This design comes from an exercise in tuning for small area and a short achievable clock period on the open sky130 flow, not from production work.
At most, simulation tests tie the RTL to the original design; equivalence was not proved.

==> module simple_fifo_adapter, before the edit <==
module simple_fifo_adapter #(
    parameter int DATA_IN_WIDTH  = 16,
    parameter int DATA_OUT_WIDTH = 128,
    parameter int ADDR_WIDTH     = 4,
    parameter int FULL_SLACK     = 1,
    parameter int USE_LAST       = 1
) (
    input  logic                      clk,
    input  logic                      rst,
    input  logic                      wr_ena,
    input  logic [DATA_IN_WIDTH-1:0]  wr_dat,
    input  logic                      wr_last,
    output logic                      wr_full,
    input  logic                      rd_ena,
    output logic [DATA_OUT_WIDTH-1:0] rd_dat,
    output logic                      rd_last,
    output logic                      rd_empty,
    output logic [ADDR_WIDTH:0]       rd_dat_cnt
);
    localparam int RATIO  = DATA_OUT_WIDTH / DATA_IN_WIDTH;
    localparam int DEPTH  = 1 << ADDR_WIDTH;
    localparam int W      = DATA_IN_WIDTH;
    localparam logic [ADDR_WIDTH:0] CNT_MAX    = (ADDR_WIDTH + 1)'(DEPTH);
    localparam logic [ADDR_WIDTH:0] FULL_LEVEL = (ADDR_WIDTH + 1)'(DEPTH - FULL_SLACK);
    logic [DATA_OUT_WIDTH:0] mem [DEPTH];
    logic [W-1:0]            pack [RATIO-1];
    logic [DEPTH-1:0]        wsel, rsel;           
    logic [RATIO-1:0]        lane_eq;              
    logic [RATIO-1:0]        lane_lt;              
    logic [ADDR_WIDTH:0]     count;
    logic                    empty, full;          
    logic                    last_in, commit_req, commit_ok, wr_adv, rd_accept, slot_free;
    logic [DATA_OUT_WIDTH:0] wword, rword;
    assign last_in    = (USE_LAST != 0) && wr_last;
    assign rd_accept  = rd_ena && !empty;
    assign commit_req = wr_ena && (lane_eq[RATIO-1] || last_in);
    assign commit_ok  = commit_req && slot_free;
    assign wr_adv     = wr_ena && !commit_req;
    assign slot_free  = !full || rd_ena;
    always_comb begin
        for (int k = 0; k < RATIO; k++) begin
            if (k < RATIO - 1)
                wword[k*W +: W] = ({W{lane_lt[k]}} & pack[k]) | ({W{lane_eq[k]}} & wr_dat);
            else
                wword[k*W +: W] = {W{lane_eq[k]}} & wr_dat;
        end
        wword[DATA_OUT_WIDTH] = last_in;
    end
    logic inc, dec;
    logic [ADDR_WIDTH:0] count_up, count_dn;
    assign inc      = commit_ok && !rd_accept;
    assign dec      = rd_accept && !commit_ok;
    assign count_up = count + 1'b1;
    assign count_dn = count - 1'b1;
    always_ff @(posedge clk) begin
        if (rst) begin
            wsel     <= DEPTH'(1);
            rsel     <= DEPTH'(1);
            count    <= '0;
            empty    <= 1'b1;
            full     <= 1'b0;
            lane_eq  <= RATIO'(1);
            lane_lt  <= '0;
            wr_full  <= (FULL_LEVEL == '0);
        end else begin
            if (inc) begin
                count   <= count_up;
                empty   <= 1'b0;
                full    <= (count_up == CNT_MAX);
                wr_full <= (count_up >= FULL_LEVEL);
            end else if (dec) begin
                count   <= count_dn;
                empty   <= (count_dn == '0);
                full    <= 1'b0;
                wr_full <= (count_dn >= FULL_LEVEL);
            end
            if (rd_accept) rsel <= {rsel[DEPTH-2:0], rsel[DEPTH-1]};
            if (commit_ok) wsel <= {wsel[DEPTH-2:0], wsel[DEPTH-1]};
            if (commit_ok) begin
                lane_eq <= RATIO'(1);
                lane_lt <= '0;
            end else if (wr_adv) begin
                lane_eq <= {lane_eq[RATIO-2:0], 1'b0};
                lane_lt <= {lane_lt[RATIO-2:0], 1'b1};
            end
        end
    end
    always_ff @(posedge clk) begin
        for (int k = 0; k < RATIO - 1; k++)
            if (lane_eq[k]) pack[k] <= wr_dat;
    end
    always_ff @(posedge clk) begin
        for (int i = 0; i < DEPTH; i++)
            if (wsel[i] && slot_free) mem[i] <= wword;
    end
    always_comb begin
        rword = '0;
        for (int i = 0; i < DEPTH; i++)
            rword = rword | ({(DATA_OUT_WIDTH+1){rsel[i]}} & mem[i]);
    end
    always_ff @(posedge clk) begin
        if (rst) begin
            rd_dat  <= '0;
            rd_last <= 1'b0;
        end else if (rd_accept) begin
            rd_dat  <= rword[DATA_OUT_WIDTH-1:0];
            rd_last <= rword[DATA_OUT_WIDTH];
        end
    end
    assign rd_empty   = empty;
    assign rd_dat_cnt = count;
endmodule
==> flow/config.mk <==
export PLATFORM = sky130hd
export DESIGN_NAME = simple_fifo_adapter
export DESIGN_NICKNAME = simple_fifo_adapter
export VERILOG_FILES = /design/flow/design.v
export SDC_FILE = /design/flow/constraint.sdc
export NUM_CORES = 4
export LEC_CHECK = 0
export CAP_MARGIN = 20
export CORE_MARGIN = 2
export CORE_UTILIZATION = 40
export SETUP_SLACK_MARGIN = 1.8
export SLEW_MARGIN = 20
==> flow/constraint.sdc <==
create_clock -name core_clock -period 4.0 [get_ports {clk}]
set_input_delay 0.8000 -clock core_clock [delete_from_list [all_inputs] [get_ports {clk}]]
set_output_delay 0.8000 -clock core_clock [all_outputs]
set_load 0.01 [all_outputs]
run.sh (not shown) runs the stock make flow with config.mk's settings and CLKGATE_MAP_FILE= SYNTH_SCRIPT=/design/flow/synth_recipe.tcl, a recipe that flattens the netlist after the stock synthesis.
==> next run, changes <==
--- a/flow/design.v
+++ b/flow/design.v
@@ -28,15 +28,16 @@
     logic [RATIO-1:0]        lane_eq;              
     logic [RATIO-1:0]        lane_lt;              
     logic [ADDR_WIDTH:0]     count;
     logic                    empty, full;          
     logic                    last_in, commit_req, commit_ok, wr_adv, rd_accept, slot_free;
+    logic [ADDR_WIDTH:0]     count_next;
     logic [DATA_OUT_WIDTH:0] wword, rword;
     assign last_in    = (USE_LAST != 0) && wr_last;
     assign rd_accept  = rd_ena && !empty;
     assign commit_req = wr_ena && (lane_eq[RATIO-1] || last_in);
-    assign commit_ok  = commit_req && slot_free;
+    assign commit_ok  = commit_req && (!full || rd_accept);
     assign wr_adv     = wr_ena && !commit_req;
     assign slot_free  = !full || rd_ena;
     always_comb begin
         for (int k = 0; k < RATIO; k++) begin
             if (k < RATIO - 1)
@@ -44,16 +45,18 @@
             else
                 wword[k*W +: W] = {W{lane_eq[k]}} & wr_dat;
         end
         wword[DATA_OUT_WIDTH] = last_in;
     end
-    logic inc, dec;
-    logic [ADDR_WIDTH:0] count_up, count_dn;
-    assign inc      = commit_ok && !rd_accept;
-    assign dec      = rd_accept && !commit_ok;
-    assign count_up = count + 1'b1;
-    assign count_dn = count - 1'b1;
+    always_comb begin
+        count_next = count;
+        case ({commit_ok, rd_accept})
+            2'b10:   count_next = count + 1'b1;
+            2'b01:   count_next = count - 1'b1;
+            default: count_next = count;
+        endcase
+    end
     always_ff @(posedge clk) begin
         if (rst) begin
             wsel     <= DEPTH'(1);
             rsel     <= DEPTH'(1);
             count    <= '0;
@@ -61,21 +64,14 @@
             full     <= 1'b0;
             lane_eq  <= RATIO'(1);
             lane_lt  <= '0;
             wr_full  <= (FULL_LEVEL == '0);
         end else begin
-            if (inc) begin
-                count   <= count_up;
-                empty   <= 1'b0;
-                full    <= (count_up == CNT_MAX);
-                wr_full <= (count_up >= FULL_LEVEL);
-            end else if (dec) begin
-                count   <= count_dn;
-                empty   <= (count_dn == '0);
-                full    <= 1'b0;
-                wr_full <= (count_dn >= FULL_LEVEL);
-            end
+            count   <= count_next;
+            empty   <= (count_next == '0);
+            full    <= (count_next == CNT_MAX);
+            wr_full <= (count_next >= FULL_LEVEL);
             if (rd_accept) rsel <= {rsel[DEPTH-2:0], rsel[DEPTH-1]};
             if (commit_ok) wsel <= {wsel[DEPTH-2:0], wsel[DEPTH-1]};
             if (commit_ok) begin
                 lane_eq <= RATIO'(1);
                 lane_lt <= '0;
=>
- critical path depth came out higher by 11
- clock-buffer cell count came out lower by 21
- die area hardly moves
- clock skew goes down by 12 ps
- hold slack loses 6.4 ps
- wire length went down by 0.48%
- design area is about the same
- sequential cell count does not change
No functional check of the RTL was part of the first run of this note.

## re-timing with driven ports
The results above use ideal ports. As a check the final layouts listed here were re-extracted and re-timed, cells and wires unchanged.
Step 1 (the two cells are an assumption about what drives the block):
set clk [get_ports {clk}]
set_driving_cell -lib_cell sky130_fd_sc_hd__clkbuf_16 $clk
set_driving_cell -lib_cell sky130_fd_sc_hd__buf_2 [delete_from_list [all_inputs] $clk]
Step 2 moves the port delays by t, midway between the first and last clock arrival at a register: inputs arrive t later, outputs are due t later. That takes back most of the time a late clock gives input paths.
a / b / c = ideal ports / drivers / drivers and shift; a / b = the first two.
| run | t (ns) | slack for setup (ns) | worst register clock-pin slew, ns |
|---|---|---|---|
| the first run | 0.945 | 1.741 / 1.656 / 0.894 | 0.07 / 0.07 |
| the second run | 0.943 | 1.649 / 1.529 / 0.587 | 0.07 / 0.07 |
After both steps setup and hold are still met in every run listed. The setup slack of the second run, which loses most, moves by -0.120 ns with the drivers and by -1.062 ns with both steps.
